Source: an optimization exercise on an open RTL-to-GDS flow (aim: small area, a short achievable clock period and few clock cycles per item). Production flows keep margins and buffers that such runs may drop. RTL that was checked went through simulation tests only; none was proved equivalent to the original. Only the layout flow was run in run 1; the RTL was not checked for function there. Power figures rest on the tool's default switching activity, not on a simulated workload.

## flow/design.v (module list and top-level ports; edited modules follow where they fit)
// module mm_load_buffer: 108 lines
// module mm_pe_row: 1148 lines
// module mm_engine: 76 lines
// module mm_z_buffer: 31 lines
// module mm_top: 73 lines
module mm_top
(
  input  logic        clk_i,
  input  logic        rst_i,
  input  logic        in_valid_i,
  input  logic [35:0] in_beat_i,
  output logic        in_ready_o,
  output logic        z_valid_o,
  output logic [79:0] z_o,
  input  logic        z_ready_i,
  output logic        busy_o
);
  // ...
==> flow/run.sh <==
#!/bin/bash
# synth_recipe.tcl (not shown) runs the flow's synth.tcl, then flattens the netlist and writes it again
# the make line also repeats each setting of config.mk as NAME=value (left out here)
make -C /OpenROAD-flow-scripts/flow DESIGN_CONFIG=/design/flow/config.mk WORK_HOME=/design/flow/orfs CLKGATE_MAP_FILE= SYNTH_SCRIPT=/design/flow/synth_recipe.tcl finish
==> flow/config.mk <==
export PLATFORM = sky130hd
export DESIGN_NAME = mm_top
export DESIGN_NICKNAME = mm_top
export VERILOG_FILES = /design/flow/design.v
export SDC_FILE = /design/flow/constraint.sdc
export NUM_CORES = 4
export LEC_CHECK = 0
export CAP_MARGIN = 20
export CORE_MARGIN = 2
export CORE_UTILIZATION = 40
export CTS_CLUSTER_DIAMETER = 110
export CTS_CLUSTER_SIZE = 26
export SETUP_SLACK_MARGIN = 4.2
export SLEW_MARGIN = 20
==> flow/constraint.sdc <==
create_clock -name core_clock -period 7.0 [get_ports {clk_i}]
set_input_delay 1.4000 -clock core_clock [delete_from_list [all_inputs] [get_ports {clk_i}]]
set_output_delay 1.4000 -clock core_clock [all_outputs]
set_load 0.01 [all_outputs]
==> flow_metrics.env, run 1 <==
export IMPL_wl_per_cell_um=19.6
export IMPL_drc=0
export IMPL_cts_path_max_buffers=3
export IMPL_grt_pass1_vias=16800
export IMPL_syn2layout_area_growth_pct=11.7
export IMPL_die_area_mm2=0.0715
export IMPL_ys_seq_area_share_pct=54.8
export IMPL_period_needed_ns=2.82
export IMPL_fin_skew_ns=0.0461
export IMPL_grt_pass1_wl_um=99300
export IMPL_netSwitchingPower_mw=1.21
export IMPL_setup_violations=0
export IMPL_top_register="i_load_buffer.x_q"
export IMPL_multi_input_gates=1446
export IMPL_synthXorXnorAreaFrac_pct=1.42
export IMPL_signal_buffers=180
export IMPL_clockBufferCount=43
export IMPL_p_leak_nw=11.3
export IMPL_finalPower_mw=5.85
export IMPL_tap_cells=931
export IMPL_outcome="no timing/DRC/antenna violations"
export IMPL_track_usage_pct=17.9
export IMPL_regArea_mm2=0.0152
export IMPL_fin_area_mm2=0.0310
export IMPL_critPathKind="flip-flop to flip-flop"
export IMPL_tns_ns=0
export IMPL_seq_cells=594
export IMPL_synthMuxAreaShare_pct=3.30
export IMPL_overflow=0
==> inputs of run 2 (changes only) <==
--- a/flow/design.v
+++ b/flow/design.v
@@ -111,17 +111,17 @@
 module mm_pe_row (
   input  logic        clk_i,
   input  logic [31:0] x_i,
   input  logic [31:0] w_i,
   input  logic [7:0]  y_i,
   output logic [19:0] z_o
 );
   logic [119:0] cs1_q;
-  logic [47:0] cs2_q;
+  logic [41:0] cs2_q;
   logic bo1;
   logic bt2;
   assign bo1 = w_i[0] ^ 1'b0;
   assign bt2 = (w_i[1] & ~w_i[0] & ~1'b0) | (~w_i[1] & w_i[0] & 1'b0);
   logic p3;
   assign p3 = (bo1 & x_i[0]) ^ w_i[1];
   logic p4;
   assign p4 = ((bo1 & x_i[1]) | (bt2 & x_i[0])) ^ w_i[1];
@@ -678,410 +678,418 @@
   assign s279 = 1'b1 ^ p43 ^ p87;
   assign c280 = (1'b1 & p43) | (1'b1 & p87) | (p43 & p87);
   logic s281;
   logic c282;
   assign s281 = p44 ^ p88 ^ p132;
   assign c282 = (p44 & p88) | (p44 & p132) | (p88 & p132);
   logic s283;
   logic c284;
-  assign s283 = cs1_q[22] ^ cs1_q[23];
-  assign c284 = cs1_q[22] & cs1_q[23];
+  assign s283 = cs1_q[0] ^ cs1_q[1];
+  assign c284 = cs1_q[0] & cs1_q[1];
   logic s285;
   logic c286;
-  assign s285 = cs1_q[32] ^ cs1_q[33] ^ cs1_q[34];
-  assign c286 = (cs1_q[32] & cs1_q[33]) | (cs1_q[32] & cs1_q[34]) | (cs1_q[33] & cs1_q[34]);
+  assign s285 = cs1_q[3] ^ cs1_q[4] ^ cs1_q[5];
+  assign c286 = (cs1_q[3] & cs1_q[4]) | (cs1_q[3] & cs1_q[5]) | (cs1_q[4] & cs1_q[5]);
   logic s287;
   logic c288;
-  assign s287 = cs1_q[42] ^ cs1_q[43] ^ cs1_q[44];
-  assign c288 = (cs1_q[42] & cs1_q[43]) | (cs1_q[42] & cs1_q[44]) | (cs1_q[43] & cs1_q[44]);
+  assign s287 = cs1_q[6] ^ cs1_q[7] ^ cs1_q[8];
+  assign c288 = (cs1_q[6] & cs1_q[7]) | (cs1_q[6] & cs1_q[8]) | (cs1_q[7] & cs1_q[8]);
   logic s289;
   logic c290;
-  assign s289 = cs1_q[45] ^ cs1_q[46];
-  assign c290 = cs1_q[45] & cs1_q[46];
+  assign s289 = cs1_q[9] ^ cs1_q[10] ^ cs1_q[11];
+  assign c290 = (cs1_q[9] & cs1_q[10]) | (cs1_q[9] & cs1_q[11]) | (cs1_q[10] & cs1_q[11]);
   logic s291;
   logic c292;
-  assign s291 = cs1_q[53] ^ cs1_q[54] ^ cs1_q[55];
-  assign c292 = (cs1_q[53] & cs1_q[54]) | (cs1_q[53] & cs1_q[55]) | (cs1_q[54] & cs1_q[55]);
+  assign s291 = cs1_q[12] ^ cs1_q[13] ^ cs1_q[14];
+  assign c292 = (cs1_q[12] & cs1_q[13]) | (cs1_q[12] & cs1_q[14]) | (cs1_q[13] & cs1_q[14]);
   logic s293;
   logic c294;
-  assign s293 = cs1_q[56] ^ cs1_q[57] ^ cs1_q[58];
-  assign c294 = (cs1_q[56] & cs1_q[57]) | (cs1_q[56] & cs1_q[58]) | (cs1_q[57] & cs1_q[58]);
+  assign s293 = cs1_q[15] ^ cs1_q[16] ^ cs1_q[17];
+  assign c294 = (cs1_q[15] & cs1_q[16]) | (cs1_q[15] & cs1_q[17]) | (cs1_q[16] & cs1_q[17]);
   logic s295;
   logic c296;
-  assign s295 = cs1_q[59] ^ cs1_q[60] ^ cs1_q[61];
-  assign c296 = (cs1_q[59] & cs1_q[60]) | (cs1_q[59] & cs1_q[61]) | (cs1_q[60] & cs1_q[61]);
+  assign s295 = cs1_q[18] ^ cs1_q[19] ^ cs1_q[20];
+  assign c296 = (cs1_q[18] & cs1_q[19]) | (cs1_q[18] & cs1_q[20]) | (cs1_q[19] & cs1_q[20]);
   logic s297;
   logic c298;
-  assign s297 = cs1_q[66] ^ cs1_q[67] ^ cs1_q[68];
-  assign c298 = (cs1_q[66] & cs1_q[67]) | (cs1_q[66] & cs1_q[68]) | (cs1_q[67] & cs1_q[68]);
+  assign s297 = cs1_q[22] ^ cs1_q[23] ^ cs1_q[24];
+  assign c298 = (cs1_q[22] & cs1_q[23]) | (cs1_q[22] & cs1_q[24]) | (cs1_q[23] & cs1_q[24]);
   logic s299;
   logic c300;
-  assign s299 = cs1_q[69] ^ cs1_q[70] ^ cs1_q[71];
-  assign c300 = (cs1_q[69] & cs1_q[70]) | (cs1_q[69] & cs1_q[71]) | (cs1_q[70] & cs1_q[71]);
+  assign s299 = cs1_q[25] ^ cs1_q[26] ^ cs1_q[27];
+  assign c300 = (cs1_q[25] & cs1_q[26]) | (cs1_q[25] & cs1_q[27]) | (cs1_q[26] & cs1_q[27]);
   logic s301;
   logic c302;
-  assign s301 = cs1_q[72] ^ cs1_q[73] ^ cs1_q[74];
-  assign c302 = (cs1_q[72] & cs1_q[73]) | (cs1_q[72] & cs1_q[74]) | (cs1_q[73] & cs1_q[74]);
+  assign s301 = cs1_q[28] ^ cs1_q[29] ^ cs1_q[30];
+  assign c302 = (cs1_q[28] & cs1_q[29]) | (cs1_q[28] & cs1_q[30]) | (cs1_q[29] & cs1_q[30]);
   logic s303;
   logic c304;
-  assign s303 = cs1_q[75] ^ cs1_q[76];
-  assign c304 = cs1_q[75] & cs1_q[76];
+  assign s303 = cs1_q[32] ^ cs1_q[33] ^ cs1_q[34];
+  assign c304 = (cs1_q[32] & cs1_q[33]) | (cs1_q[32] & cs1_q[34]) | (cs1_q[33] & cs1_q[34]);
   logic s305;
   logic c306;
-  assign s305 = cs1_q[79] ^ cs1_q[80] ^ cs1_q[81];
-  assign c306 = (cs1_q[79] & cs1_q[80]) | (cs1_q[79] & cs1_q[81]) | (cs1_q[80] & cs1_q[81]);
+  assign s305 = cs1_q[35] ^ cs1_q[36] ^ cs1_q[37];
+  assign c306 = (cs1_q[35] & cs1_q[36]) | (cs1_q[35] & cs1_q[37]) | (cs1_q[36] & cs1_q[37]);
   logic s307;
   logic c308;
-  assign s307 = cs1_q[82] ^ cs1_q[83] ^ cs1_q[84];
-  assign c308 = (cs1_q[82] & cs1_q[83]) | (cs1_q[82] & cs1_q[84]) | (cs1_q[83] & cs1_q[84]);
+  assign s307 = cs1_q[38] ^ cs1_q[39] ^ cs1_q[40];
+  assign c308 = (cs1_q[38] & cs1_q[39]) | (cs1_q[38] & cs1_q[40]) | (cs1_q[39] & cs1_q[40]);
   logic s309;
   logic c310;
-  assign s309 = cs1_q[85] ^ cs1_q[86];
-  assign c310 = cs1_q[85] & cs1_q[86];
+  assign s309 = cs1_q[42] ^ cs1_q[43] ^ cs1_q[44];
+  assign c310 = (cs1_q[42] & cs1_q[43]) | (cs1_q[42] & cs1_q[44]) | (cs1_q[43] & cs1_q[44]);
   logic s311;
   logic c312;
-  assign s311 = cs1_q[89] ^ cs1_q[90] ^ cs1_q[91];
-  assign c312 = (cs1_q[89] & cs1_q[90]) | (cs1_q[89] & cs1_q[91]) | (cs1_q[90] & cs1_q[91]);
+  assign s311 = cs1_q[45] ^ cs1_q[46] ^ cs1_q[47];
+  assign c312 = (cs1_q[45] & cs1_q[46]) | (cs1_q[45] & cs1_q[47]) | (cs1_q[46] & cs1_q[47]);
   logic s313;
   logic c314;
-  assign s313 = cs1_q[15] ^ cs1_q[16];
-  assign c314 = cs1_q[15] & cs1_q[16];
+  assign s313 = cs1_q[48] ^ cs1_q[49];
+  assign c314 = cs1_q[48] & cs1_q[49];
   logic s315;
   logic c316;
-  assign s315 = s283 ^ cs1_q[24] ^ cs1_q[25];
-  assign c316 = (s283 & cs1_q[24]) | (s283 & cs1_q[25]) | (cs1_q[24] & cs1_q[25]);
+  assign s315 = cs1_q[53] ^ cs1_q[54] ^ cs1_q[55];
+  assign c316 = (cs1_q[53] & cs1_q[54]) | (cs1_q[53] & cs1_q[55]) | (cs1_q[54] & cs1_q[55]);
   logic s317;
   logic c318;
-  assign s317 = cs1_q[26] ^ cs1_q[27] ^ cs1_q[28];
-  assign c318 = (cs1_q[26] & cs1_q[27]) | (cs1_q[26] & cs1_q[28]) | (cs1_q[27] & cs1_q[28]);
+  assign s317 = cs1_q[56] ^ cs1_q[57] ^ cs1_q[58];
+  assign c318 = (cs1_q[56] & cs1_q[57]) | (cs1_q[56] & cs1_q[58]) | (cs1_q[57] & cs1_q[58]);
   logic s319;
   logic c320;
-  assign s319 = c284 ^ s285 ^ cs1_q[35];
-  assign c320 = (c284 & s285) | (c284 & cs1_q[35]) | (s285 & cs1_q[35]);
+  assign s319 = cs1_q[59] ^ cs1_q[60] ^ cs1_q[61];
+  assign c320 = (cs1_q[59] & cs1_q[60]) | (cs1_q[59] & cs1_q[61]) | (cs1_q[60] & cs1_q[61]);
   logic s321;
   logic c322;
-  assign s321 = cs1_q[36] ^ cs1_q[37] ^ cs1_q[38];
-  assign c322 = (cs1_q[36] & cs1_q[37]) | (cs1_q[36] & cs1_q[38]) | (cs1_q[37] & cs1_q[38]);
+  assign s321 = cs1_q[62] ^ cs1_q[63];
+  assign c322 = cs1_q[62] & cs1_q[63];
   logic s323;
   logic c324;
-  assign s323 = cs1_q[39] ^ cs1_q[40];
-  assign c324 = cs1_q[39] & cs1_q[40];
+  assign s323 = cs1_q[66] ^ cs1_q[67] ^ cs1_q[68];
+  assign c324 = (cs1_q[66] & cs1_q[67]) | (cs1_q[66] & cs1_q[68]) | (cs1_q[67] & cs1_q[68]);
   logic s325;
   logic c326;
-  assign s325 = c286 ^ s287 ^ s289;
-  assign c326 = (c286 & s287) | (c286 & s289) | (s287 & s289);
+  assign s325 = cs1_q[69] ^ cs1_q[70] ^ cs1_q[71];
+  assign c326 = (cs1_q[69] & cs1_q[70]) | (cs1_q[69] & cs1_q[71]) | (cs1_q[70] & cs1_q[71]);
   logic s327;
   logic c328;
-  assign s327 = cs1_q[47] ^ cs1_q[48] ^ cs1_q[49];
-  assign c328 = (cs1_q[47] & cs1_q[48]) | (cs1_q[47] & cs1_q[49]) | (cs1_q[48] & cs1_q[49]);
+  assign s327 = cs1_q[72] ^ cs1_q[73] ^ cs1_q[74];
+  assign c328 = (cs1_q[72] & cs1_q[73]) | (cs1_q[72] & cs1_q[74]) | (cs1_q[73] & cs1_q[74]);
   logic s329;
   logic c330;
-  assign s329 = cs1_q[50] ^ cs1_q[51] ^ cs1_q[52];
-  assign c330 = (cs1_q[50] & cs1_q[51]) | (cs1_q[50] & cs1_q[52]) | (cs1_q[51] & cs1_q[52]);
+  assign s329 = cs1_q[75] ^ cs1_q[76] ^ cs1_q[77];
+  assign c330 = (cs1_q[75] & cs1_q[76]) | (cs1_q[75] & cs1_q[77]) | (cs1_q[76] & cs1_q[77]);
   logic s331;
   logic c332;
-  assign s331 = c288 ^ c290 ^ s291;
-  assign c332 = (c288 & c290) | (c288 & s291) | (c290 & s291);
+  assign s331 = cs1_q[79] ^ cs1_q[80] ^ cs1_q[81];
+  assign c332 = (cs1_q[79] & cs1_q[80]) | (cs1_q[79] & cs1_q[81]) | (cs1_q[80] & cs1_q[81]);
   logic s333;
   logic c334;
-  assign s333 = s293 ^ s295 ^ cs1_q[62];
-  assign c334 = (s293 & s295) | (s293 & cs1_q[62]) | (s295 & cs1_q[62]);
+  assign s333 = cs1_q[82] ^ cs1_q[83] ^ cs1_q[84];
+  assign c334 = (cs1_q[82] & cs1_q[83]) | (cs1_q[82] & cs1_q[84]) | (cs1_q[83] & cs1_q[84]);
   logic s335;
   logic c336;
-  assign s335 = cs1_q[63] ^ cs1_q[64] ^ cs1_q[65];
-  assign c336 = (cs1_q[63] & cs1_q[64]) | (cs1_q[63] & cs1_q[65]) | (cs1_q[64] & cs1_q[65]);
+  assign s335 = cs1_q[85] ^ cs1_q[86];
+  assign c336 = cs1_q[85] & cs1_q[86];
   logic s337;
   logic c338;
-  assign s337 = c292 ^ c294 ^ c296;
-  assign c338 = (c292 & c294) | (c292 & c296) | (c294 & c296);
+  assign s337 = cs1_q[89] ^ cs1_q[90] ^ cs1_q[91];
+  assign c338 = (cs1_q[89] & cs1_q[90]) | (cs1_q[89] & cs1_q[91]) | (cs1_q[90] & cs1_q[91]);
   logic s339;
   logic c340;
-  assign s339 = s297 ^ s299 ^ s301;
-  assign c340 = (s297 & s299) | (s297 & s301) | (s299 & s301);
+  assign s339 = c284 ^ s285;
+  assign c340 = c284 & s285;
   logic s341;
   logic c342;
-  assign s341 = s303 ^ cs1_q[77] ^ cs1_q[78];
-  assign c342 = (s303 & cs1_q[77]) | (s303 & cs1_q[78]) | (cs1_q[77] & cs1_q[78]);
+  assign s341 = c286 ^ c288 ^ s289;
+  assign c342 = (c286 & c288) | (c286 & s289) | (c288 & s289);
   logic s343;
   logic c344;
-  assign s343 = c298 ^ c300 ^ c302;
-  assign c344 = (c298 & c300) | (c298 & c302) | (c300 & c302);
+  assign s343 = c290 ^ c292 ^ s293;
+  assign c344 = (c290 & c292) | (c290 & s293) | (c292 & s293);
   logic s345;
   logic c346;
-  assign s345 = c304 ^ s305 ^ s307;
-  assign c346 = (c304 & s305) | (c304 & s307) | (s305 & s307);
+  assign s345 = s295 ^ cs1_q[21];
+  assign c346 = s295 & cs1_q[21];
   logic s347;
   logic c348;
-  assign s347 = s309 ^ cs1_q[87] ^ cs1_q[88];
-  assign c348 = (s309 & cs1_q[87]) | (s309 & cs1_q[88]) | (cs1_q[87] & cs1_q[88]);
+  assign s347 = c294 ^ c296 ^ s297;
+  assign c348 = (c294 & c296) | (c294 & s297) | (c296 & s297);
   logic s349;
   logic c350;
-  assign s349 = c306 ^ c308 ^ c310;
-  assign c350 = (c306 & c308) | (c306 & c310) | (c308 & c310);
+  assign s349 = s299 ^ s301 ^ cs1_q[31];
+  assign c350 = (s299 & s301) | (s299 & cs1_q[31]) | (s301 & cs1_q[31]);
   logic s351;
   logic c352;
-  assign s351 = s311 ^ cs1_q[92] ^ cs1_q[93];
-  assign c352 = (s311 & cs1_q[92]) | (s311 & cs1_q[93]) | (cs1_q[92] & cs1_q[93]);
+  assign s351 = c298 ^ c300 ^ c302;
+  assign c352 = (c298 & c300) | (c298 & c302) | (c300 & c302);
   logic s353;
   logic c354;
-  assign s353 = cs1_q[94] ^ cs1_q[95] ^ cs1_q[96];
-  assign c354 = (cs1_q[94] & cs1_q[95]) | (cs1_q[94] & cs1_q[96]) | (cs1_q[95] & cs1_q[96]);
+  assign s353 = s303 ^ s305 ^ s307;
+  assign c354 = (s303 & s305) | (s303 & s307) | (s305 & s307);
   logic s355;
   logic c356;
-  assign s355 = c312 ^ cs1_q[97] ^ cs1_q[98];
-  assign c356 = (c312 & cs1_q[97]) | (c312 & cs1_q[98]) | (cs1_q[97] & cs1_q[98]);
+  assign s355 = c304 ^ c306 ^ c308;
+  assign c356 = (c304 & c306) | (c304 & c308) | (c306 & c308);
   logic s357;
   logic c358;
-  assign s357 = cs1_q[99] ^ cs1_q[100] ^ cs1_q[101];
-  assign c358 = (cs1_q[99] & cs1_q[100]) | (cs1_q[99] & cs1_q[101]) | (cs1_q[100] & cs1_q[101]);
+  assign s357 = s309 ^ s311 ^ s313;
+  assign c358 = (s309 & s311) | (s309 & s313) | (s311 & s313);
   logic s359;
   logic c360;
-  assign s359 = cs1_q[102] ^ cs1_q[103];
-  assign c360 = cs1_q[102] & cs1_q[103];
+  assign s359 = cs1_q[50] ^ cs1_q[51];
+  assign c360 = cs1_q[50] & cs1_q[51];
   logic s361;
   logic c362;
-  assign s361 = cs1_q[104] ^ cs1_q[105] ^ cs1_q[106];
-  assign c362 = (cs1_q[104] & cs1_q[105]) | (cs1_q[104] & cs1_q[106]) | (cs1_q[105] & cs1_q[106]);
+  assign s361 = c310 ^ c312 ^ c314;
+  assign c362 = (c310 & c312) | (c310 & c314) | (c312 & c314);
   logic s363;
   logic c364;
-  assign s363 = cs1_q[107] ^ cs1_q[108] ^ cs1_q[109];
-  assign c364 = (cs1_q[107] & cs1_q[108]) | (cs1_q[107] & cs1_q[109]) | (cs1_q[108] & cs1_q[109]);
+  assign s363 = s315 ^ s317 ^ s319;
+  assign c364 = (s315 & s317) | (s315 & s319) | (s317 & s319);
   logic s365;
   logic c366;
-  assign s365 = cs1_q[111] ^ cs1_q[112];
-  assign c366 = cs1_q[111] & cs1_q[112];
+  assign s365 = s321 ^ cs1_q[64] ^ cs1_q[65];
+  assign c366 = (s321 & cs1_q[64]) | (s321 & cs1_q[65]) | (cs1_q[64] & cs1_q[65]);
   logic s367;
   logic c368;
-  assign s367 = cs1_q[3] ^ cs1_q[4] ^ cs1_q[5];
-  assign c368 = (cs1_q[3] & cs1_q[4]) | (cs1_q[3] & cs1_q[5]) | (cs1_q[4] & cs1_q[5]);
+  assign s367 = c316 ^ c318 ^ c320;
+  assign c368 = (c316 & c318) | (c316 & c320) | (c318 & c320);
   logic s369;
   logic c370;
-  assign s369 = cs1_q[9] ^ cs1_q[10] ^ cs1_q[11];
-  assign c370 = (cs1_q[9] & cs1_q[10]) | (cs1_q[9] & cs1_q[11]) | (cs1_q[10] & cs1_q[11]);
+  assign s369 = c322 ^ s323 ^ s325;
+  assign c370 = (c322 & s323) | (c322 & s325) | (s323 & s325);
   logic s371;
   logic c372;
-  assign s371 = cs1_q[12] ^ cs1_q[13];
-  assign c372 = cs1_q[12] & cs1_q[13];
+  assign s371 = s327 ^ s329 ^ cs1_q[78];
+  assign c372 = (s327 & s329) | (s327 & cs1_q[78]) | (s329 & cs1_q[78]);
   logic s373;
   logic c374;
-  assign s373 = s313 ^ cs1_q[17] ^ cs1_q[18];
-  assign c374 = (s313 & cs1_q[17]) | (s313 & cs1_q[18]) | (cs1_q[17] & cs1_q[18]);
+  assign s373 = c324 ^ c326 ^ c328;
+  assign c374 = (c324 & c326) | (c324 & c328) | (c326 & c328);
   logic s375;
   logic c376;
-  assign s375 = cs1_q[19] ^ cs1_q[20] ^ cs1_q[21];
-  assign c376 = (cs1_q[19] & cs1_q[20]) | (cs1_q[19] & cs1_q[21]) | (cs1_q[20] & cs1_q[21]);
+  assign s375 = c330 ^ s331 ^ s333;
+  assign c376 = (c330 & s331) | (c330 & s333) | (s331 & s333);
   logic s377;
   logic c378;
-  assign s377 = c314 ^ s315 ^ s317;
-  assign c378 = (c314 & s315) | (c314 & s317) | (s315 & s317);
+  assign s377 = s335 ^ cs1_q[87] ^ cs1_q[88];
+  assign c378 = (s335 & cs1_q[87]) | (s335 & cs1_q[88]) | (cs1_q[87] & cs1_q[88]);
   logic s379;
   logic c380;
-  assign s379 = cs1_q[29] ^ cs1_q[30] ^ cs1_q[31];
-  assign c380 = (cs1_q[29] & cs1_q[30]) | (cs1_q[29] & cs1_q[31]) | (cs1_q[30] & cs1_q[31]);
+  assign s379 = c332 ^ c334 ^ c336;
+  assign c380 = (c332 & c334) | (c332 & c336) | (c334 & c336);
   logic s381;
   logic c382;
-  assign s381 = c316 ^ c318 ^ s319;
-  assign c382 = (c316 & c318) | (c316 & s319) | (c318 & s319);
+  assign s381 = s337 ^ cs1_q[92] ^ cs1_q[93];
+  assign c382 = (s337 & cs1_q[92]) | (s337 & cs1_q[93]) | (cs1_q[92] & cs1_q[93]);
   logic s383;
   logic c384;
-  assign s383 = s321 ^ s323 ^ cs1_q[41];
-  assign c384 = (s321 & s323) | (s321 & cs1_q[41]) | (s323 & cs1_q[41]);
+  assign s383 = cs1_q[94] ^ cs1_q[95] ^ cs1_q[96];
+  assign c384 = (cs1_q[94] & cs1_q[95]) | (cs1_q[94] & cs1_q[96]) | (cs1_q[95] & cs1_q[96]);
   logic s385;
   logic c386;
-  assign s385 = c320 ^ c322 ^ c324;
-  assign c386 = (c320 & c322) | (c320 & c324) | (c322 & c324);
+  assign s385 = c338 ^ cs1_q[97] ^ cs1_q[98];
+  assign c386 = (c338 & cs1_q[97]) | (c338 & cs1_q[98]) | (cs1_q[97] & cs1_q[98]);
   logic s387;
   logic c388;
-  assign s387 = s325 ^ s327 ^ s329;
-  assign c388 = (s325 & s327) | (s325 & s329) | (s327 & s329);
+  assign s387 = cs1_q[99] ^ cs1_q[100] ^ cs1_q[101];
+  assign c388 = (cs1_q[99] & cs1_q[100]) | (cs1_q[99] & cs1_q[101]) | (cs1_q[100] & cs1_q[101]);
   logic s389;
   logic c390;
-  assign s389 = c326 ^ c328 ^ c330;
-  assign c390 = (c326 & c328) | (c326 & c330) | (c328 & c330);
+  assign s389 = cs1_q[102] ^ cs1_q[103];
+  assign c390 = cs1_q[102] & cs1_q[103];
   logic s391;
   logic c392;
-  assign s391 = s331 ^ s333 ^ s335;
-  assign c392 = (s331 & s333) | (s331 & s335) | (s333 & s335);
+  assign s391 = cs1_q[104] ^ cs1_q[105] ^ cs1_q[106];
+  assign c392 = (cs1_q[104] & cs1_q[105]) | (cs1_q[104] & cs1_q[106]) | (cs1_q[105] & cs1_q[106]);
   logic s393;
   logic c394;
-  assign s393 = c332 ^ c334 ^ c336;
-  assign c394 = (c332 & c334) | (c332 & c336) | (c334 & c336);
+  assign s393 = cs1_q[107] ^ cs1_q[108] ^ cs1_q[109];
+  assign c394 = (cs1_q[107] & cs1_q[108]) | (cs1_q[107] & cs1_q[109]) | (cs1_q[108] & cs1_q[109]);
   logic s395;
   logic c396;
-  assign s395 = s337 ^ s339 ^ s341;
-  assign c396 = (s337 & s339) | (s337 & s341) | (s339 & s341);
+  assign s395 = cs1_q[111] ^ cs1_q[112];
+  assign c396 = cs1_q[111] & cs1_q[112];
   logic s397;
   logic c398;
-  assign s397 = c338 ^ c340 ^ c342;
-  assign c398 = (c338 & c340) | (c338 & c342) | (c340 & c342);
+  assign s397 = c340 ^ s341;
+  assign c398 = c340 & s341;
   logic s399;
   logic c400;
-  assign s399 = s343 ^ s345 ^ s347;
-  assign c400 = (s343 & s345) | (s343 & s347) | (s345 & s347);
+  assign s399 = c342 ^ s343 ^ s345;
+  assign c400 = (c342 & s343) | (c342 & s345) | (s343 & s345);
   logic s401;
   logic c402;
-  assign s401 = c344 ^ c346 ^ c348;
-  assign c402 = (c344 & c346) | (c344 & c348) | (c346 & c348);
+  assign s401 = c344 ^ c346 ^ s347;
+  assign c402 = (c344 & c346) | (c344 & s347) | (c346 & s347);
   logic s403;
   logic c404;
-  assign s403 = s349 ^ s351 ^ s353;
-  assign c404 = (s349 & s351) | (s349 & s353) | (s351 & s353);
+  assign s403 = c348 ^ c350 ^ s351;
+  assign c404 = (c348 & c350) | (c348 & s351) | (c350 & s351);
   logic s405;
   logic c406;
-  assign s405 = c350 ^ c352 ^ c354;
-  assign c406 = (c350 & c352) | (c350 & c354) | (c352 & c354);
+  assign s405 = s353 ^ cs1_q[41];
+  assign c406 = s353 & cs1_q[41];
   logic s407;
   logic c408;
-  assign s407 = s355 ^ s357 ^ s359;
-  assign c408 = (s355 & s357) | (s355 & s359) | (s357 & s359);
+  assign s407 = c352 ^ c354 ^ s355;
+  assign c408 = (c352 & c354) | (c352 & s355) | (c354 & s355);
   logic s409;
   logic c410;
-  assign s409 = c356 ^ c358 ^ c360;
-  assign c410 = (c356 & c358) | (c356 & c360) | (c358 & c360);
+  assign s409 = s357 ^ s359 ^ cs1_q[52];
+  assign c410 = (s357 & s359) | (s357 & cs1_q[52]) | (s359 & cs1_q[52]);
   logic s411;
   logic c412;
-  assign s411 = s361 ^ s363 ^ cs1_q[110];
-  assign c412 = (s361 & s363) | (s361 & cs1_q[110]) | (s363 & cs1_q[110]);
+  assign s411 = c356 ^ c358 ^ c360;
+  assign c412 = (c356 & c358) | (c356 & c360) | (c358 & c360);
   logic s413;
   logic c414;
-  assign s413 = c362 ^ c364 ^ s365;
-  assign c414 = (c362 & c364) | (c362 & s365) | (c364 & s365);
+  assign s413 = s361 ^ s363 ^ s365;
+  assign c414 = (s361 & s363) | (s361 & s365) | (s363 & s365);
   logic s415;
   logic c416;
-  assign s415 = cs1_q[113] ^ cs1_q[114] ^ cs1_q[115];
-  assign c416 = (cs1_q[113] & cs1_q[114]) | (cs1_q[113] & cs1_q[115]) | (cs1_q[114] & cs1_q[115]);
+  assign s415 = c362 ^ c364 ^ c366;
+  assign c416 = (c362 & c364) | (c362 & c366) | (c364 & c366);
   logic s417;
   logic c418;
-  assign s417 = c366 ^ cs1_q[116] ^ cs1_q[117];
-  assign c418 = (c366 & cs1_q[116]) | (c366 & cs1_q[117]) | (cs1_q[116] & cs1_q[117]);
+  assign s417 = s367 ^ s369 ^ s371;
+  assign c418 = (s367 & s369) | (s367 & s371) | (s369 & s371);
   logic s419;
   logic c420;
-  assign s419 = s367 ^ cs1_q[6];
-  assign c420 = s367 & cs1_q[6];
+  assign s419 = c368 ^ c370 ^ c372;
+  assign c420 = (c368 & c370) | (c368 & c372) | (c370 & c372);
   logic s421;
   logic c422;
-  assign s421 = c368 ^ s369 ^ s371;
-  assign c422 = (c368 & s369) | (c368 & s371) | (s369 & s371);
+  assign s421 = s373 ^ s375 ^ s377;
+  assign c422 = (s373 & s375) | (s373 & s377) | (s375 & s377);
   logic s423;
   logic c424;
-  assign s423 = c370 ^ c372 ^ s373;
-  assign c424 = (c370 & c372) | (c370 & s373) | (c372 & s373);
+  assign s423 = c374 ^ c376 ^ c378;
+  assign c424 = (c374 & c376) | (c374 & c378) | (c376 & c378);
   logic s425;
   logic c426;
-  assign s425 = c374 ^ c376 ^ s377;
-  assign c426 = (c374 & c376) | (c374 & s377) | (c376 & s377);
+  assign s425 = s379 ^ s381 ^ s383;
+  assign c426 = (s379 & s381) | (s379 & s383) | (s381 & s383);
   logic s427;
   logic c428;
-  assign s427 = c378 ^ c380 ^ s381;
-  assign c428 = (c378 & c380) | (c378 & s381) | (c380 & s381);
+  assign s427 = c380 ^ c382 ^ c384;
+  assign c428 = (c380 & c382) | (c380 & c384) | (c382 & c384);
   logic s429;
   logic c430;
-  assign s429 = c382 ^ c384 ^ s385;
-  assign c430 = (c382 & c384) | (c382 & s385) | (c384 & s385);
+  assign s429 = s385 ^ s387 ^ s389;
+  assign c430 = (s385 & s387) | (s385 & s389) | (s387 & s389);
   logic s431;
   logic c432;
-  assign s431 = c386 ^ c388 ^ s389;
-  assign c432 = (c386 & c388) | (c386 & s389) | (c388 & s389);
+  assign s431 = c386 ^ c388 ^ c390;
+  assign c432 = (c386 & c388) | (c386 & c390) | (c388 & c390);
   logic s433;
   logic c434;
-  assign s433 = c390 ^ c392 ^ s393;
-  assign c434 = (c390 & c392) | (c390 & s393) | (c392 & s393);
+  assign s433 = s391 ^ s393 ^ cs1_q[110];
+  assign c434 = (s391 & s393) | (s391 & cs1_q[110]) | (s393 & cs1_q[110]);
   logic s435;
   logic c436;
-  assign s435 = c394 ^ c396 ^ s397;
-  assign c436 = (c394 & c396) | (c394 & s397) | (c396 & s397);
+  assign s435 = c392 ^ c394 ^ s395;
+  assign c436 = (c392 & c394) | (c392 & s395) | (c394 & s395);
   logic s437;
   logic c438;
-  assign s437 = c398 ^ c400 ^ s401;
-  assign c438 = (c398 & c400) | (c398 & s401) | (c400 & s401);
+  assign s437 = cs1_q[113] ^ cs1_q[114] ^ cs1_q[115];
+  assign c438 = (cs1_q[113] & cs1_q[114]) | (cs1_q[113] & cs1_q[115]) | (cs1_q[114] & cs1_q[115]);
   logic s439;
   logic c440;
-  assign s439 = c402 ^ c404 ^ s405;
-  assign c440 = (c402 & c404) | (c402 & s405) | (c404 & s405);
+  assign s439 = c396 ^ cs1_q[116] ^ cs1_q[117];
+  assign c440 = (c396 & cs1_q[116]) | (c396 & cs1_q[117]) | (cs1_q[116] & cs1_q[117]);
   logic s441;
   logic c442;
-  assign s441 = c406 ^ c408 ^ s409;
-  assign c442 = (c406 & c408) | (c406 & s409) | (c408 & s409);
+  assign s441 = c400 ^ s401;
+  assign c442 = c400 & s401;
   logic s443;
   logic c444;
-  assign s443 = c410 ^ c412 ^ s413;
-  assign c444 = (c410 & c412) | (c410 & s413) | (c412 & s413);
+  assign s443 = c402 ^ s403 ^ s405;
+  assign c444 = (c402 & s403) | (c402 & s405) | (s403 & s405);
   logic s445;
   logic c446;
-  assign s445 = c414 ^ c416 ^ s417;
-  assign c446 = (c414 & c416) | (c414 & s417) | (c416 & s417);
+  assign s445 = c404 ^ c406 ^ s407;
+  assign c446 = (c404 & c406) | (c404 & s407) | (c406 & s407);
   logic s447;
   logic c448;
-  assign s447 = c418 ^ cs1_q[119];
-  assign c448 = c418 & cs1_q[119];
+  assign s447 = c408 ^ c410 ^ s411;
+  assign c448 = (c408 & c410) | (c408 & s411) | (c410 & s411);
   logic s449;
   logic c450;
-  assign s449 = cs2_q[0] ^ cs2_q[1];
-  assign c450 = cs2_q[0] & cs2_q[1];
+  assign s449 = c412 ^ c414 ^ s415;
+  assign c450 = (c412 & c414) | (c412 & s415) | (c414 & s415);
   logic s451;
   logic c452;
-  assign s451 = cs2_q[3] ^ cs2_q[4] ^ cs2_q[5];
-  assign c452 = (cs2_q[3] & cs2_q[4]) | (cs2_q[3] & cs2_q[5]) | (cs2_q[4] & cs2_q[5]);
+  assign s451 = c416 ^ c418 ^ s419;
+  assign c452 = (c416 & c418) | (c416 & s419) | (c418 & s419);
   logic s453;
   logic c454;
-  assign s453 = cs2_q[6] ^ cs2_q[7] ^ cs2_q[8];
-  assign c454 = (cs2_q[6] & cs2_q[7]) | (cs2_q[6] & cs2_q[8]) | (cs2_q[7] & cs2_q[8]);
+  assign s453 = c420 ^ c422 ^ s423;
+  assign c454 = (c420 & c422) | (c420 & s423) | (c422 & s423);
   logic s455;
   logic c456;
-  assign s455 = cs2_q[9] ^ cs2_q[10] ^ cs2_q[11];
-  assign c456 = (cs2_q[9] & cs2_q[10]) | (cs2_q[9] & cs2_q[11]) | (cs2_q[10] & cs2_q[11]);
+  assign s455 = c424 ^ c426 ^ s427;
+  assign c456 = (c424 & c426) | (c424 & s427) | (c426 & s427);
   logic s457;
   logic c458;
-  assign s457 = cs2_q[12] ^ cs2_q[13] ^ cs2_q[14];
-  assign c458 = (cs2_q[12] & cs2_q[13]) | (cs2_q[12] & cs2_q[14]) | (cs2_q[13] & cs2_q[14]);
+  assign s457 = c428 ^ c430 ^ s431;
+  assign c458 = (c428 & c430) | (c428 & s431) | (c430 & s431);
   logic s459;
   logic c460;
-  assign s459 = cs2_q[15] ^ cs2_q[16] ^ cs2_q[17];
-  assign c460 = (cs2_q[15] & cs2_q[16]) | (cs2_q[15] & cs2_q[17]) | (cs2_q[16] & cs2_q[17]);
+  assign s459 = c432 ^ c434 ^ s435;
+  assign c460 = (c432 & c434) | (c432 & s435) | (c434 & s435);
   logic s461;
   logic c462;
-  assign s461 = cs2_q[18] ^ cs2_q[19] ^ cs2_q[20];
-  assign c462 = (cs2_q[18] & cs2_q[19]) | (cs2_q[18] & cs2_q[20]) | (cs2_q[19] & cs2_q[20]);
+  assign s461 = c436 ^ c438 ^ s439;
+  assign c462 = (c436 & c438) | (c436 & s439) | (c438 & s439);
   logic s463;
   logic c464;
-  assign s463 = cs2_q[21] ^ cs2_q[22] ^ cs2_q[23];
-  assign c464 = (cs2_q[21] & cs2_q[22]) | (cs2_q[21] & cs2_q[23]) | (cs2_q[22] & cs2_q[23]);
+  assign s463 = c440 ^ cs1_q[119];
+  assign c464 = c440 & cs1_q[119];
   logic s465;
   logic c466;
-  assign s465 = cs2_q[24] ^ cs2_q[25] ^ cs2_q[26];
-  assign c466 = (cs2_q[24] & cs2_q[25]) | (cs2_q[24] & cs2_q[26]) | (cs2_q[25] & cs2_q[26]);
+  assign s465 = cs2_q[12] ^ cs2_q[13];
+  assign c466 = cs2_q[12] & cs2_q[13];
   logic s467;
   logic c468;
-  assign s467 = cs2_q[27] ^ cs2_q[28] ^ cs2_q[29];
-  assign c468 = (cs2_q[27] & cs2_q[28]) | (cs2_q[27] & cs2_q[29]) | (cs2_q[28] & cs2_q[29]);
+  assign s467 = cs2_q[15] ^ cs2_q[16] ^ cs2_q[17];
+  assign c468 = (cs2_q[15] & cs2_q[16]) | (cs2_q[15] & cs2_q[17]) | (cs2_q[16] & cs2_q[17]);
   logic s469;
   logic c470;
-  assign s469 = cs2_q[30] ^ cs2_q[31] ^ cs2_q[32];
-  assign c470 = (cs2_q[30] & cs2_q[31]) | (cs2_q[30] & cs2_q[32]) | (cs2_q[31] & cs2_q[32]);
+  assign s469 = cs2_q[18] ^ cs2_q[19] ^ cs2_q[20];
+  assign c470 = (cs2_q[18] & cs2_q[19]) | (cs2_q[18] & cs2_q[20]) | (cs2_q[19] & cs2_q[20]);
   logic s471;
   logic c472;
-  assign s471 = cs2_q[33] ^ cs2_q[34] ^ cs2_q[35];
-  assign c472 = (cs2_q[33] & cs2_q[34]) | (cs2_q[33] & cs2_q[35]) | (cs2_q[34] & cs2_q[35]);
+  assign s471 = cs2_q[21] ^ cs2_q[22] ^ cs2_q[23];
+  assign c472 = (cs2_q[21] & cs2_q[22]) | (cs2_q[21] & cs2_q[23]) | (cs2_q[22] & cs2_q[23]);
   logic s473;
   logic c474;
-  assign s473 = cs2_q[36] ^ cs2_q[37] ^ cs2_q[38];
-  assign c474 = (cs2_q[36] & cs2_q[37]) | (cs2_q[36] & cs2_q[38]) | (cs2_q[37] & cs2_q[38]);
+  assign s473 = cs2_q[24] ^ cs2_q[25] ^ cs2_q[26];
+  assign c474 = (cs2_q[24] & cs2_q[25]) | (cs2_q[24] & cs2_q[26]) | (cs2_q[25] & cs2_q[26]);
   logic s475;
   logic c476;
-  assign s475 = cs2_q[39] ^ cs2_q[40] ^ cs2_q[41];
-  assign c476 = (cs2_q[39] & cs2_q[40]) | (cs2_q[39] & cs2_q[41]) | (cs2_q[40] & cs2_q[41]);
+  assign s475 = cs2_q[27] ^ cs2_q[28] ^ cs2_q[29];
+  assign c476 = (cs2_q[27] & cs2_q[28]) | (cs2_q[27] & cs2_q[29]) | (cs2_q[28] & cs2_q[29]);
   logic s477;
   logic c478;
-  assign s477 = cs2_q[42] ^ cs2_q[43] ^ cs2_q[44];
-  assign c478 = (cs2_q[42] & cs2_q[43]) | (cs2_q[42] & cs2_q[44]) | (cs2_q[43] & cs2_q[44]);
+  assign s477 = cs2_q[30] ^ cs2_q[31] ^ cs2_q[32];
+  assign c478 = (cs2_q[30] & cs2_q[31]) | (cs2_q[30] & cs2_q[32]) | (cs2_q[31] & cs2_q[32]);
   logic s479;
   logic c480;
-  assign s479 = cs2_q[45] ^ cs2_q[46] ^ 1'b1;
-  assign c480 = (cs2_q[45] & cs2_q[46]) | (cs2_q[45] & 1'b1) | (cs2_q[46] & 1'b1);
+  assign s479 = cs2_q[33] ^ cs2_q[34] ^ cs2_q[35];
+  assign c480 = (cs2_q[33] & cs2_q[34]) | (cs2_q[33] & cs2_q[35]) | (cs2_q[34] & cs2_q[35]);
+  logic s481;
+  logic c482;
+  assign s481 = cs2_q[36] ^ cs2_q[37] ^ cs2_q[38];
+  assign c482 = (cs2_q[36] & cs2_q[37]) | (cs2_q[36] & cs2_q[38]) | (cs2_q[37] & cs2_q[38]);
+  logic s483;
+  logic c484;
+  assign s483 = cs2_q[39] ^ cs2_q[40] ^ 1'b1;
+  assign c484 = (cs2_q[39] & cs2_q[40]) | (cs2_q[39] & 1'b1) | (cs2_q[40] & 1'b1);
   always_ff @(posedge clk_i) begin
     cs1_q[0] <= s177;
     cs1_q[1] <= s179;
     cs1_q[2] <= s181;
     cs1_q[3] <= c178;
     cs1_q[4] <= c180;
     cs1_q[5] <= c182;
     cs1_q[6] <= s183;
@@ -1195,71 +1203,63 @@
     cs1_q[114] <= p131;
     cs1_q[115] <= p175;
     cs1_q[116] <= c280;
     cs1_q[117] <= s281;
     cs1_q[118] <= p176;
     cs1_q[119] <= c282;
   end
   always_ff @(posedge clk_i) begin
-    cs2_q[0] <= cs1_q[0];
-    cs2_q[1] <= cs1_q[1];
-    cs2_q[2] <= cs1_q[2];
-    cs2_q[3] <= s419;
-    cs2_q[4] <= cs1_q[7];
-    cs2_q[5] <= cs1_q[8];
-    cs2_q[6] <= c420;
-    cs2_q[7] <= s421;
-    cs2_q[8] <= cs1_q[14];
-    cs2_q[9] <= c422;
-    cs2_q[10] <= s423;
-    cs2_q[11] <= s375;
-    cs2_q[12] <= c424;
-    cs2_q[13] <= s425;
-    cs2_q[14] <= s379;
-    cs2_q[15] <= c426;
-    cs2_q[16] <= s427;
-    cs2_q[17] <= s383;
-    cs2_q[18] <= c428;
-    cs2_q[19] <= s429;
-    cs2_q[20] <= s387;
-    cs2_q[21] <= c430;
-    cs2_q[22] <= s431;
-    cs2_q[23] <= s391;
-    cs2_q[24] <= c432;
-    cs2_q[25] <= s433;
-    cs2_q[26] <= s395;
-    cs2_q[27] <= c434;
-    cs2_q[28] <= s435;
-    cs2_q[29] <= s399;
-    cs2_q[30] <= c436;
-    cs2_q[31] <= s437;
-    cs2_q[32] <= s403;
-    cs2_q[33] <= c438;
-    cs2_q[34] <= s439;
-    cs2_q[35] <= s407;
-    cs2_q[36] <= c440;
-    cs2_q[37] <= s441;
-    cs2_q[38] <= s411;
-    cs2_q[39] <= c442;
-    cs2_q[40] <= s443;
-    cs2_q[41] <= s415;
-    cs2_q[42] <= c444;
-    cs2_q[43] <= s445;
-    cs2_q[44] <= cs1_q[118];
-    cs2_q[45] <= c446;
-    cs2_q[46] <= s447;
-    cs2_q[47] <= c448;
+    cs2_q[0] <= s283;
+    cs2_q[1] <= cs1_q[2];
+    cs2_q[2] <= s339;
+    cs2_q[3] <= s287;
+    cs2_q[4] <= s397;
+    cs2_q[5] <= s291;
+    cs2_q[6] <= c398;
+    cs2_q[7] <= s399;
+    cs2_q[8] <= s441;
+    cs2_q[9] <= s349;
+    cs2_q[10] <= c442;
+    cs2_q[11] <= s443;
+    cs2_q[12] <= c444;
+    cs2_q[13] <= s445;
+    cs2_q[14] <= s409;
+    cs2_q[15] <= c446;
+    cs2_q[16] <= s447;
+    cs2_q[17] <= s413;
+    cs2_q[18] <= c448;
+    cs2_q[19] <= s449;
+    cs2_q[20] <= s417;
+    cs2_q[21] <= c450;
+    cs2_q[22] <= s451;
+    cs2_q[23] <= s421;
+    cs2_q[24] <= c452;
+    cs2_q[25] <= s453;
+    cs2_q[26] <= s425;
+    cs2_q[27] <= c454;
+    cs2_q[28] <= s455;
+    cs2_q[29] <= s429;
+    cs2_q[30] <= c456;
+    cs2_q[31] <= s457;
+    cs2_q[32] <= s433;
+    cs2_q[33] <= c458;
+    cs2_q[34] <= s459;
+    cs2_q[35] <= s437;
+    cs2_q[36] <= c460;
+    cs2_q[37] <= s461;
+    cs2_q[38] <= cs1_q[118];
+    cs2_q[39] <= c462;
+    cs2_q[40] <= s463;
+    cs2_q[41] <= c464;
   end
-  logic [17:0] ra, rb;
-  assign ra = {1'b1, c480, c478, c476, c474, c472, c470, c468, c466, c464, c462, c460, c458, c456, c454, c452, c450, s449};
-  assign rb = {1'b0, cs2_q[47], s479, s477, s475, s473, s471, s469, s467, s465, s463, s461, s459, s457, s455, s453, s451, cs2_q[2]};
-  logic [17:0] zs;
-  assign zs = ra + rb;
-  assign z_o = {{2{zs[17]}}, zs};
+  logic [19:0] ra, rb;
+  assign ra = {1'b1, 1'b1, 1'b1, c484, c482, c480, c478, c476, c474, c472, c470, c468, c466, s465, cs2_q[10], cs2_q[8], cs2_q[6], cs2_q[4], cs2_q[2], cs2_q[0]};
+  assign rb = {1'b0, 1'b0, 1'b0, cs2_q[41], s483, s481, s479, s477, s475, s473, s471, s469, s467, cs2_q[14], cs2_q[11], cs2_q[9], cs2_q[7], cs2_q[5], cs2_q[3], cs2_q[1]};
+  assign z_o = ra + rb;
 endmodule
 `timescale 1ns/10ps
 module mm_engine
 (
   input  logic         clk_i,
   input  logic         rst_i,
   input  logic         comp_i,
   input  logic         bx_i,
==> run 2 against run 1 <==
Effect of this change:
- still clean
- maximum frequency increased by 1.4%
- routed wire length decreased by 2.3%
- synthesized area decreased by 0.65%
- global-route usage decreased by 0.31 points
- critical endpoint is now i_load_buffer.ye_q[2]
- largest cell class unchanged
==> flow_metrics.env, run 2 <==
export IMPL_final_common_cell="edfxtp_1"
export IMPL_synth_area_mm2=0.0276
export IMPL_cap_violations=0
export IMPL_drive_above_1_share_pct=10.3
export IMPL_hp_class="flip-flop to flip-flop"
export IMPL_critPathMaxStageDelay_ns=0.46
export IMPL_setup_violations=0
export IMPL_ys_flop_type="edfxtp_1"
export IMPL_overflow=0
export IMPL_fillers=6213
export IMPL_clk_pin_slew_ns=0.10
export IMPL_synth_common_cells="336 x edfxtp_1, 256 x dfxtp_1, 229 x nand2_1, 135 x fa_1, 135 x inv_1"
export IMPL_tns_ns=0
export IMPL_num_vias=17400
export IMPL_grt_max_degree=53
export IMPL_min_delay_start="i_engine.row1_q[0]"
export IMPL_ctsHoldBuffers=0
export IMPL_core_area_mm2=0.0685
export IMPL_final_max_slew_viol_count=0
export IMPL_syn2layout_area_growth_pct=11.5
export IMPL_min_to="i_engine.row2_q[0]"
export IMPL_yosysMostFrequentCell="edfxtp_1"
export IMPL_r2r_start="i_engine.i_pe_row.cs2_q[21]"
export IMPL_grt_antenna_before_repair=0
export IMPL_grt_pass1_wl_um=96900
export IMPL_top_register="i_load_buffer.x_q"
export IMPL_clk_root_buffer_cell="clkbuf_16"
export IMPL_p_leak_nw=11.4
export IMPL_synth_top_area_cell="edfxtp_1"
export IMPL_synth_fp_nets=2535
export IMPL_startpoint_type="input port"
export IMPL_powerDensity_mw_per_mm2=192
export IMPL_finalPower_mw=5.89
export IMPL_die_h_um=267
export IMPL_synth_cell_types=66
export IMPL_ys_ff_latch=592
export IMPL_postPlaceCellArea_mm2=0.0294
export IMPL_avgViaCountPerCell=5.36
export IMPL_max_freq_mhz=359
export IMPL_rr_worst_depth=8
export IMPL_syn_avg_cell_area_um2=11.9
export IMPL_outcome="no timing/DRC/antenna violations"
export IMPL_worstPathArrival_ns=3.11
export IMPL_final_nets=2560
export IMPL_crit_chain="clkdlybuf4s50_1 -> nand2b_4 -> a21oi_4 -> o41ai_2 -> o211ai_2 -> buf_4 -> inv_8"
export IMPL_required_ns=7.33
export IMPL_htreeDepth=1
export IMPL_hold_viol=0
export IMPL_routed_wirelength_um=63700
export IMPL_clock_sinks=592
export IMPL_multiInputGateArea_mm2=0.0114
export IMPL_wl_per_cell_um=19.6
export IMPL_antenna_cells=0
export IMPL_tightest_slew_ns=1.05
export IMPL_yosysTopAreaCellShare_pct=36.6
export IMPL_async_reset_ff_share_pct=0
export IMPL_track_usage_pct=17.6
export IMPL_port_buffers=122
export IMPL_grt_pass1_vias=16300
export IMPL_synth_area_top_cells="edfxtp_1 37%, dfxtp_1 19%, fa_1 9.8%, mux2_2 4.1%, nand2_1 3.1%"
export IMPL_yosysWarnings=4
export IMPL_min_path_cells=0
export IMPL_die_area_mm2=0.0710
export IMPL_critPathCaptureType="flip-flop"
export IMPL_ant_nets=0
export IMPL_top_regs="i_load_buffer.x_q: 128 flops, i_engine.i_pe_row.cs1_q: 120 flops, i_z_buffer.z_q: 76 flops"
export IMPL_fin_skew_ns=0.0550
export IMPL_regToRegSetupSlack_ns=4.28
export IMPL_drc=0
export IMPL_critPathKind="input port to flip-flop"
export IMPL_cts_tree="built"
export IMPL_synth_edf_count=336
export IMPL_gp_congestion=0.858
export IMPL_rsz0062_at_grt="true"
export IMPL_regArea_mm2=0.0152
export IMPL_ir_drop_mv=0.163
export IMPL_cts_path_max_buffers=3
export IMPL_drt_iter0_markers=1463
export IMPL_largest_register_ffs=128
export IMPL_initial_utilization_pct=40.3
export IMPL_timing_rr_end="i_z_buffer.z_q[16]"
export IMPL_mostFrequentLayoutCells="336 x edfxtp_1, 254 x dfxtp_1, 226 x nand2_1, 135 x inv_1, 135 x fa_1"
export IMPL_numCtsBuffers=28
export IMPL_clk_latency_ns=0.64
export IMPL_dpl_hpwl_um=44600
export IMPL_period_needed_ns=2.78
export IMPL_cp_max_fo=17
export IMPL_cp_slowest_cell="clkdlybuf4s50_1"
export IMPL_fin_crit_sh_pct=39.7
export IMPL_syn_instance_count=2323
export IMPL_first_pass_iters=5
export IMPL_row_count=96
export IMPL_slew_headroom_pct=29.7
export IMPL_fin_area_mm2=0.0308
export IMPL_io_pins=123
export IMPL_ys_seq_area_share_pct=55.2
export IMPL_die_x_um=267
[run 2: cell types whose count changed after synthesis, sizes merged, moves of 17 or more]
cell / delta
inv: +19
buf: -17
mux2: +31
o21ai: +35
o31ai: -29
nand3: -36
[run 2: worst max-delay path, delay by kind of cell]
kind	cells	cell delay, ns
simple gates	1	0.15
buf+inv	3	0.85
compound gates	3	0.70
[run 2: cell type report]
cell class              count  share of cell area [%]
clock buffers              46                    2.60
clock inverters             5                   0.297
inverters                 138                    1.81
multi-input cells        1416                    36.9
flip-flops and latches    592                    49.5
well taps                 882                    3.59
repair buffers            168                    5.18
repair inverters            4                   0.122
[run 2: kinds of logic after synthesis]
group           count (synthesis)  share of synthesized area, %
compound gates                552                          12.9
xor+xnor                       47                          1.49
fa+ha+maj                     243                          14.1
buf+inv                       318                          4.62
flops                         592                          55.2
mux                           110                          4.45
simple gates                  461                          7.28
[run 2: metal layers]
layer / part of all wire (%) / vias to the layer above / GRT usage, %
met2: 46 / 516 / 28.2
met1: 45 / 8508 / 24.8
li1: - / 8305 / -
met4: 4.0 / 0 / 5.97
met5: 0 / - / 0
met3: 4.9 / 95 / 2.09
[run 2: worst max-delay path by stage]
stage | cells after the start | from | to | slack (ns)
floorplan | 3 | z_ready_i | i_load_buffer.x_q[0] | 3.90
global placement | 6 | z_ready_i | i_load_buffer.s_q[25] | 3.08
detailed placement | 6 | z_ready_i | i_load_buffer.s_q[31] | 3.02
CTS | 8 | i_engine.i_pe_row.cs2_q[18] | i_z_buffer.z_q[16] | 4.21
global route | 7 | z_ready_i | i_load_buffer.ye_q[10] | 4.19
finish | 7 | z_ready_i | i_load_buffer.ye_q[2] | 4.22
[run 2: per-stage QoR]
step	utilization, %	cells	hold WS, ns	setup slack, ns
2_1_floorplan	-	2323	0.310	3.90
3_3_place_gp	43.0	3172	0.310	3.08
3_5_place_dp	43.0	3172	0.312	3.02
5_1_grt	44.9	3251	0.345	4.19
4_1_cts	44.6	3242	0.337	4.21
6_report	44.9	3251	0.337	4.22
[run 2: what timing repair did]
action,CTS,global route
cloned,5,2
buffers inserted,14,5
pin swaps,8,7
gates resized for setup,91,28
setup endpoints to repair,260,75
[run 2: power by group]
group	internal, mW	total (mW)	switching (mW)	leakage, nW
logic	0.0947	0.159	0.0639	5.72
registers	3.78	3.82	0.0433	5.22
clock network	0.815	1.91	1.09	0.423
total	4.69	5.89	1.20	11.4
Testbench counts of run 2, summed over its fixed seeds: cycles 3,136, jobs 512.
==> inputs of run 3 (changes only) <==
--- a/flow/config.mk
+++ b/flow/config.mk
@@ -10,5 +10,5 @@
 export CORE_UTILIZATION = 40
 export CTS_CLUSTER_DIAMETER = 110
 export CTS_CLUSTER_SIZE = 26
-export SETUP_SLACK_MARGIN = 4.2
+export SETUP_SLACK_MARGIN = 4.45
 export SLEW_MARGIN = 20
==> run 3 against run 2 <==
Effect of this change:
- utilization increased by 0.64 points
- critical path depth is 1 higher
- largest cell class unchanged
- via count is 0.44% higher
- count of clock-buffer cells in the layout decreased by 1
- clock power about the same
- final cell count is 0.92% higher
- power shrank 0.51%
- highest routed layer is now met5
- first-iteration DRC count up 12%
==> flow_metrics.env, run 3 <==
export IMPL_synthXorXnorAreaFrac_pct=1.49
export IMPL_timing_rr_end="i_z_buffer.z_q[75]"
export IMPL_p_comb_share_pct=2.7
export IMPL_setup_violations=0
export IMPL_ys_seq_area_share_pct=55.2
export IMPL_final_common_cell="edfxtp_1"
export IMPL_outcome="no timing/DRC/antenna violations"
export IMPL_die_area_mm2=0.0710
export IMPL_cp_max_fo=4
export IMPL_synthAdderAreaFrac_pct=14.1
export IMPL_required_ns=7.33
export IMPL_htreeDepth=1
export IMPL_ys_ff_latch=592
export IMPL_regToRegSetupSlack_ns=4.35
export IMPL_synth_compound_area_share_pct=12.9
export IMPL_powerDensity_mw_per_mm2=188
export IMPL_avgViaCountPerCell=5.33
export IMPL_top_regs="i_load_buffer.x_q: 128 flops, i_engine.i_pe_row.cs1_q: 120 flops, i_z_buffer.z_q: 76 flops"
export IMPL_startpoint_type="flip-flop"
export IMPL_clk_pin_slew_ns=0.09
export IMPL_top_register="i_load_buffer.x_q"
export IMPL_stdcell_count=3281
export IMPL_drive_above_1_share_pct=19.0
export IMPL_final_max_slew_viol_count=0
export IMPL_power_frac_clock_pct=32.0
export IMPL_synth_top_area_cell="edfxtp_1"
export IMPL_drt_iter0_markers=1639
export IMPL_p_leak_nw=11.5
export IMPL_yosysMostFrequentCell="edfxtp_1"
export IMPL_synth_area_top_cells="edfxtp_1 37%, dfxtp_1 19%, fa_1 9.8%, mux2_2 4.1%, nand2_1 3.1%"
export IMPL_synth_edf_count=336
export IMPL_grt_pass1_wl_um=97500
export IMPL_overflow=0
export IMPL_min_path_cells=0
export IMPL_clk_latency_ns=0.64
export IMPL_cp_slowest_cell="fa_1"
export IMPL_critPathKind="flip-flop to flip-flop"
export IMPL_grt_antenna_before_repair=1
export IMPL_core_area_mm2=0.0685
export IMPL_p_sw_share_pct=20.3
export IMPL_syn_instance_count=2323
export IMPL_synthMuxAreaShare_pct=4.45
export IMPL_critPathMaxStageDelay_ns=0.57
export IMPL_largest_register_ffs=128
export IMPL_clock_sinks=592
export IMPL_clk_root_buffer_cell="clkbuf_16"
export IMPL_dpl_hpwl_um=44300
export IMPL_period_needed_ns=2.65
export IMPL_ant_nets=0
export IMPL_max_freq_mhz=378
export IMPL_numCtsBuffers=28
export IMPL_synth_fp_nets=2535
export IMPL_dp_cells=3172
export IMPL_drc=0
export IMPL_worstPathArrival_ns=2.98
export IMPL_first_pass_iters=7
export IMPL_hold_viol=0
export IMPL_critPathCaptureType="flip-flop"
export IMPL_initial_utilization_pct=40.3
export IMPL_die_h_um=267
export IMPL_synth_top_family_by_area="adder cells"
export IMPL_p_seq_share_pct=65.2
export IMPL_p_int_mw=4.67
export IMPL_grt_pass1_vias=16300
export IMPL_die_x_um=267
export IMPL_ys_flop_type="edfxtp_1"
export IMPL_grt_max_degree=53
export IMPL_port_buffers=122
export IMPL_fin_crit_sh_pct=37.8
export IMPL_row_count=96
export IMPL_rsz0062_at_grt="true"
export IMPL_mostFrequentLayoutCells="336 x edfxtp_1, 247 x dfxtp_1, 211 x nand2_1, 134 x inv_1, 125 x fa_1"
export IMPL_cts_tree="built"
export IMPL_netSwitchingPower_mw=1.19
export IMPL_async_reset_ff_share_pct=0
export IMPL_wl_per_cell_um=19.7
export IMPL_synth_common_cells="336 x edfxtp_1, 256 x dfxtp_1, 229 x nand2_1, 135 x fa_1, 135 x inv_1"
export IMPL_gp_congestion=0.852
export IMPL_r2r_start="i_engine.i_pe_row.cs2_q[21]"
export IMPL_crit_chain="fa_1 -> ha_4 -> or2_4 -> o31ai_4 -> a21oi_2 -> a41o_1 -> o41a_1 -> xnor2_2"
export IMPL_cap_violations=0
export IMPL_yosysTopAreaCellShare_pct=36.6
export IMPL_cts_path_max_buffers=3
export IMPL_synthSimpleGateAreaFrac_pct=7.28
export IMPL_synth_area_mm2=0.0276
export IMPL_slew_headroom_pct=28.6
export IMPL_tightest_slew_ns=1.07
export IMPL_ir_drop_mv=0.173
export IMPL_ctsHoldBuffers=0
export IMPL_track_usage_pct=17.8
export IMPL_io_pins=123
export IMPL_antenna_cells=0
export IMPL_final_nets=2591
export IMPL_syn2layout_area_growth_pct=13.1
export IMPL_hp_class="flip-flop to flip-flop"
export IMPL_fin_skew_ns=0.0548
export IMPL_tns_ns=0
export IMPL_routed_wirelength_um=64800
export IMPL_min_delay_start="i_engine.i_pe_row.cs1_q[2]"
export IMPL_syn_avg_cell_area_um2=11.9
export IMPL_num_vias=17500
export IMPL_rr_worst_depth=8
export IMPL_yosysWarnings=4
export IMPL_synth_cell_types=66
export IMPL_min_to="i_engine.i_pe_row.cs2_q[1]"
[run 3: layout make-up]
cell class	instances	area, um^2
fill	6244	37300
timing repair inverter	5	72.6
timing repair buffer	198	1620
tap	882	1100
clock buffer	45	774
sequential	592	15200
inverter	138	557
clock inverter	5	91.3
multi-input combinational	1416	11700
[run 3: worst max-delay path, delay by kind of cell, from the launching register on]
| kind | cells | cell delay [ns] |
|---|---|---|
| xor+xnor | 1 | 0.20 |
| simple gates | 1 | 0.25 |
| flops | 1 | 0.33 |
| compound gates | 4 | 0.83 |
| fa+ha+maj | 2 | 0.78 |
[run 3: cell families after synthesis]
family                     count (synthesis)
AOI/OAI and AO/OA                        552
adders and majority gates                243
DFF                                      592
muxes                                    110
buffers and inverters                    318
xor gates and xnor gates                  47
and+or+nand+nor                          461
[run 3: power by group through the flow]
stage	sequential, mW	combinational [mW]	clock (mW)
floorplan	3.88	0.109	0
global placement	3.90	0.149	0
detailed placement	3.90	0.155	0
CTS	3.82	0.160	1.93
global route	3.84	0.178	2.06
finish	3.82	0.160	1.88
[run 3: worst max-delay path by stage]
stage,start,endpoint,slack [ns],cells past startpoint
after floorplan,z_ready_i,i_load_buffer.x_q[0],3.90,3
after global placement,z_ready_i,i_load_buffer.s_q[29],3.09,6
after detailed placement,z_ready_i,i_load_buffer.s_q[30],3.05,6
after CTS,i_engine.i_pe_row.cs2_q[17],i_z_buffer.z_q[16],4.33,8
after global routing,i_engine.i_pe_row.cs2_q[15],i_z_buffer.z_q[77],4.27,9
final,i_engine.i_pe_row.cs2_q[21],i_z_buffer.z_q[75],4.35,8
[run 3: through the flow]
stage / setup WS, ns / hold slack, ns / total power, mW / utilization [%] / area [um^2]
2_1_floorplan: 3.90 / 0.310 / 3.99 / - / 27700
3_3_place_gp: 3.09 / 0.310 / 4.05 / 43.0 / 29400
3_5_place_dp: 3.05 / 0.312 / 4.06 / 43.0 / 29400
4_1_cts: 4.33 / 0.335 / 5.92 / 44.8 / 30700
5_1_grt: 4.27 / 0.343 / 6.07 / 45.6 / 31200
6_report: 4.35 / 0.334 / 5.86 / 45.6 / 31200
[run 3: layer usage]
layer	global-route usage [%]	routed length (um)	share of wire, %	vias to the layer above
li1	-	-	-	8357
met1	24.5	28800	44	8505
met2	28.7	30000	46	531
met3	2.31	3370	5.2	106
met4	6.70	2660	4.1	2
met5	0	14	0.022	-
[run 3: what timing repair did]
item,CTS,global route
setup endpoints to repair,334,177
resized for setup,397,107
pin swaps,21,31
cloned,10,1
setup buffers,30,17
==> inputs of run 4 (changes only) <==
--- a/flow/config.mk
+++ b/flow/config.mk
@@ -10,5 +10,5 @@
 export CORE_UTILIZATION = 40
 export CTS_CLUSTER_DIAMETER = 110
 export CTS_CLUSTER_SIZE = 26
-export SETUP_SLACK_MARGIN = 4.45
+export SETUP_SLACK_MARGIN = 4.35
 export SLEW_MARGIN = 20
==> run 4 against run 3 <==
Effect of this change:
- clock skew shrank 0.0020 ns
- synthesized cell count did not move
- synthesized area is the same
- flip-flop and latch count stayed put
- non-clock buffer count shrank 11
- still clean
- final area is 1.3% lower
- count of clock-buffer cells in the layout did not move
- die area unchanged
- global-route usage shrank 0.21 points
- first-iteration DRC count decreased by 3.9%
- final cell count shrank 0.34%
==> flow_metrics.env, run 4 <==
export IMPL_outcome="no timing/DRC/antenna violations"
export IMPL_grt_max_degree=53
export IMPL_grt_antenna_before_repair=1
export IMPL_ys_ff_latch=592
export IMPL_rr_worst_depth=8
export IMPL_antenna_cells=0
export IMPL_ant_nets=0
export IMPL_drt_iter0_markers=1575
export IMPL_drive_above_1_share_pct=16.2
export IMPL_p_leak_nw=11.4
export IMPL_finalPower_mw=5.86
export IMPL_synth_fp_nets=2535
export IMPL_grt_pass1_vias=16200
export IMPL_synth_area_mm2=0.0276
export IMPL_overflow=0
export IMPL_clk_latency_ns=0.63
export IMPL_p_comb_share_pct=2.7
export IMPL_wl_per_cell_um=19.4
export IMPL_synth_edf_count=336
export IMPL_critical_path_startpoint="i_engine.i_pe_row.cs2_q[21]"
export IMPL_critPathKind="flip-flop to flip-flop"
export IMPL_largest_register_ffs=128
export IMPL_syn2layout_area_growth_pct=11.7
export IMPL_fillers=6252
export IMPL_top_register="i_load_buffer.x_q"
export IMPL_final_max_slew_viol_count=0
export IMPL_dp_cells=3172
export IMPL_mostFrequentLayoutCells="336 x edfxtp_1, 249 x dfxtp_1, 218 x nand2_1, 135 x inv_1, 134 x fa_1"
export IMPL_ys_flop_type="edfxtp_1"
export IMPL_io_pins=123
export IMPL_die_x_um=267
export IMPL_die_area_mm2=0.0710
export IMPL_min_path_cells=0
export IMPL_cts_tree="built"
export IMPL_worstPathArrival_ns=2.98
export IMPL_synth_cell_types=66
export IMPL_synth_area_top_cells="edfxtp_1 37%, dfxtp_1 19%, fa_1 9.8%, mux2_2 4.1%, nand2_1 3.1%"
export IMPL_ir_drop_mv=0.170
export IMPL_required_ns=7.33
export IMPL_gp_congestion=0.852
export IMPL_yosysWarnings=4
export IMPL_grt_pass1_wl_um=96500
export IMPL_initial_utilization_pct=40.3
export IMPL_ctsHoldBuffers=0
export IMPL_port_buffers=122
export IMPL_min_delay_start="i_engine.i_pe_row.cs1_q[2]"
export IMPL_powerDensity_mw_per_mm2=190
export IMPL_numCtsBuffers=28
export IMPL_track_usage_pct=17.6
==> run 4: worst max-delay path: stages (launching register included) <==
cell	delay, ns
dfxtp_2	0.33
fa_1	0.58
ha_4	0.21
or2_4	0.25
o31ai_4	0.06
a21oi_2	0.07
a41o_1	0.21
o41a_1	0.50
xnor2_2	0.20
==> run 4: logic make-up after synthesis <==
group                    synth area share [%]
buffers and inverters                    4.62
AO/OA/AOI/OAI                            12.9
adder cells (fa/ha/maj)                  14.1
flip-flops                               55.2
AND/OR/NAND/NOR                          7.28
multiplexers                             4.45
XOR/XNOR                                 1.49
==> run 4: layer usage <==
metal	share of wire [%]	vias up	global-route usage [%]	wire length, um
met2	46	522	28.1	29300
met4	4.2	2	6.77	2670
met5	0.022	-	0	14
met3	5.3	102	2.20	3360
met1	44	8522	24.4	28200
li1	-	8344	-	-
==> run 4: power groups by stage <==
stage	Sequential, mW	Clock (mW)	Combinational [mW]
after global routing	3.84	2.05	0.176
after CTS	3.82	1.93	0.159
after floorplan	3.88	0	0.109
final	3.82	1.87	0.159
after detailed placement	3.90	0	0.155
after global placement	3.90	0	0.149
==> run 4: repair_timing <==
item | in CTS | in global routing
gates resized for setup | 273 | 100
setup buffers | 24 | 15
cloned | 8 | 0
endpoints found under the setup margin | 298 | 169
pin swaps | 24 | 20
==> run 4: through the flow <==
stage / setup slack, ns / cell area, um^2
finish: 4.35 / 30800
global route: 4.28 / 30800
CTS: 4.33 / 30700
detailed placement: 3.05 / 29400
global placement: 3.09 / 29400
floorplan: 3.90 / 27700
==> run 4: final cells by class <==
cell class              count  area [um^2]  share of cell area, %
repair inverters            5         65.1                  0.211
clock buffers              45          774                   2.52
repair buffers            187         1450                   4.71
clock inverters             5         91.3                  0.297
multi-input cells        1416        11500                   37.4
flip-flops and latches    592        15200                   49.5
inverters                 138          561                   1.82
well taps                 882         1100                   3.58
==> run 4: worst max-delay path by stage <==
stage / endpoint / slack [ns] / depth (start not counted)
5_1_grt: i_engine.i_pe_row.cs1_q[52] / 4.28 / 9
2_1_floorplan: i_load_buffer.x_q[0] / 3.90 / 3
4_1_cts: i_z_buffer.z_q[16] / 4.33 / 8
3_5_place_dp: i_load_buffer.s_q[30] / 3.05 / 6
3_3_place_gp: i_load_buffer.s_q[29] / 3.09 / 6
6_report: i_z_buffer.z_q[75] / 4.35 / 8

[afterwards: timing with drivers on the ports]
Ports are ideal in the flow. The routed layouts listed here were re-timed in OpenROAD.
Step 1 assumes that a clkbuf_16 drives the clock port and a buf_2 every other input.
Step 2 also shifts input and output timing later by t, the mid clock arrival at the registers, as if the neighbouring blocks saw the same clock.
a / b / c = ideal ports / drivers / drivers and shift; a / b = the first two.
run | t (ns) | slack for setup (ns)
run 1 | 0.665 | 4.179 / 4.179 / 3.603
run 2 | 0.671 | 4.218 / 4.244 / 3.585
run 3 | 0.668 | 4.351 / 4.351 / 3.865
run 4 | 0.665 | 4.345 / 4.345 / 3.805
After both steps every run listed still meets setup and hold.
